Source: an optimization exercise on an open RTL-to-GDS flow (aim: small area, a short achievable clock period and few clock cycles per item). Production flows keep margins and buffers that such runs may drop.

==> module fta_div_row, before the edit <==
module fta_div_row
(
   input  wire logic [26:0] s,
   input  wire logic [26:0] c,
   input  wire logic [22:0] b_mantissa,
   input  wire logic        pos,
   input  wire logic        neg,
   output logic [26:0]      s_o,
   output logic [26:0]      c_o,
   output logic             npos,
   output logic             nneg
);
   logic [27:0] ys, yc, x, sm, mj;
   assign ys  = {s, 1'b0};
   assign yc  = {c, 1'b0};
   assign x   = {28{pos | neg}} & ({4'b0001, b_mantissa, 1'b0} ^ {28{pos}});
   assign sm  = ys ^ yc ^ x;
   assign mj  = (ys & yc) | (ys & x) | (yc & x);
   assign s_o = sm[26:0];
   assign c_o = {mj[25:0], pos};
   logic m_p, m_z, m_n;
   logic p_p, n_p, p_z, n_z, p_n, n_n;
   assign m_p = (s[21] & c[21]) | ((s[21] | c[21]) & ~b_mantissa[21]);
   assign m_z = s[21] & c[21];
   assign m_n = (s[21] & c[21]) | ((s[21] | c[21]) & b_mantissa[21]);
   fta_div_sel3 u_sp (.a(s[25:22]), .b(c[25:22]), .v({3'b110, ~b_mantissa[22]}), .ci(m_p),
                      .pos(p_p), .neg(n_p));
   fta_div_sel3 u_sz (.a(s[25:22]), .b(c[25:22]), .v(4'b0000), .ci(m_z), .pos(p_z), .neg(n_z));
   fta_div_sel3 u_sn (.a(s[25:22]), .b(c[25:22]), .v({3'b001, b_mantissa[22]}), .ci(m_n),
                      .pos(p_n), .neg(n_n));
   assign npos = pos ? p_p : neg ? p_n : p_z;
   assign nneg = pos ? n_p : neg ? n_n : n_z;
endmodule
==> module fta_div_fin, before the edit <==
module fta_div_fin
(
   input  wire logic [26:0] s,
   input  wire logic [26:0] c,
   input  wire logic [22:0] qp,      
   input  wire logic [22:0] qn,      
   input  wire logic        ge,
   output logic [22:0]      mant
);
   logic [26:0] w;
   logic [23:0] t;
   logic [22:0] low;                 
   logic [22:0] q;
   assign w = s + c;
   assign t = {1'b1, qp} - {1'b0, qn};
   always_comb begin
      low[0] = 1'b1;
      for (int i = 1; i < 23; i++) low[i] = low[i-1] & ~t[i-1];
   end
   assign q    = t[22:0] ^ (low & {23{w[26]}});
   assign mant = {q[22:1], q[0] & ge};
endmodule
clock: 12.0 ns
lec_check: 0
abc_area: 1
cap_margin: 20
core_margin: 2
core_utilization: 40
slew_margin: 20
standard.sh (not shown) runs the stock make flow with config.mk's settings and CLKGATE_MAP_FILE= SYNTH_SCRIPT=/design/flow/synth_recipe.tcl, a recipe that flattens the netlist after the stock synthesis.
==> flow/flow/run.sh <==
#!/bin/bash
# Standard layout, with timing repair aiming below the clock period: repair
# works on every path with less than SETUP_SLACK_MARGIN ns of slack.
set -euo pipefail
bash standard.sh SETUP_SLACK_MARGIN=7.5 finish > standard_flow.log 2>&1
The starting point went through all stages and came out clean.
Then changed:
--- a/flow/design.v
+++ b/flow/design.v
@@ -1709,9 +1709,10 @@
 );
    logic [27:0] ys, yc, x, sm, mj;
    assign ys  = {s, 1'b0};
    assign yc  = {c, 1'b0};
-   assign x   = {28{pos | neg}} & ({4'b0001, b_mantissa, 1'b0} ^ {28{pos}});
+   assign x   = ({28{pos}} & ~{4'b0001, b_mantissa, 1'b0})
+              | ({28{neg}} &  {4'b0001, b_mantissa, 1'b0});
    assign sm  = ys ^ yc ^ x;
    assign mj  = (ys & yc) | (ys & x) | (yc & x);
    assign s_o = sm[26:0];
    assign c_o = {mj[25:0], pos};
@@ -1737,18 +1738,14 @@
    input  wire logic        ge,
    output logic [22:0]      mant
 );
    logic [26:0] w;
-   logic [23:0] t;
-   logic [22:0] low;                 
+   logic [23:0] t, tm;
    logic [22:0] q;
-   assign w = s + c;
-   assign t = {1'b1, qp} - {1'b0, qn};
-   always_comb begin
-      low[0] = 1'b1;
-      for (int i = 1; i < 23; i++) low[i] = low[i-1] & ~t[i-1];
-   end
-   assign q    = t[22:0] ^ (low & {23{w[26]}});
+   assign w    = s + c;
+   assign t    = {1'b1, qp} - {1'b0, qn};
+   assign tm   = {1'b1, qp} + {1'b1, ~qn};
+   assign q    = (t[22:0] & {23{~w[26]}}) | (tm[22:0] & {23{w[26]}});
    assign mant = {q[22:1], q[0] & ge};
 endmodule
 `default_nettype wire
 `timescale 1ns / 1ps
Result: Non-clock buffer count came out lower by 37; via count is higher by a few percent; worst hold slack improved by 0.011 ns; core utilization came out lower by 0.26 points; design area grows slightly; wire length goes up by a few percent; setup slack gains 0.0099 ns.
No run of this note included a check of the RTL's function; only the layout flow was run.

==> re-timing with driven ports <==
No port has a modelled driver above. Below, the same layouts with a new extraction and two added sets of constraints.
Step 1, drivers: a clkbuf_16 drives clock and a buf_2 each remaining input, both assumed.
Step 2 also shifts input and output timing later by t, the mid clock arrival at the registers, as if the neighbouring blocks saw the same clock.
Slacks: ideal ports / drivers / drivers and shift; pairs: ideal ports / drivers.
run | shift t [ns] | slack for setup (ns) | clock arrival spread, ns
the first run | 0.885 | 7.445 / 7.445 / 6.928 | 0.063 / 0.063
the second run | 0.895 | 7.455 / 7.455 / 7.407 | 0.064 / 0.064
After both steps setup and hold are still met in every run listed. The setup slack of the first run, which loses most, moves by 0.000 ns with the drivers and by -0.517 ns with both steps.
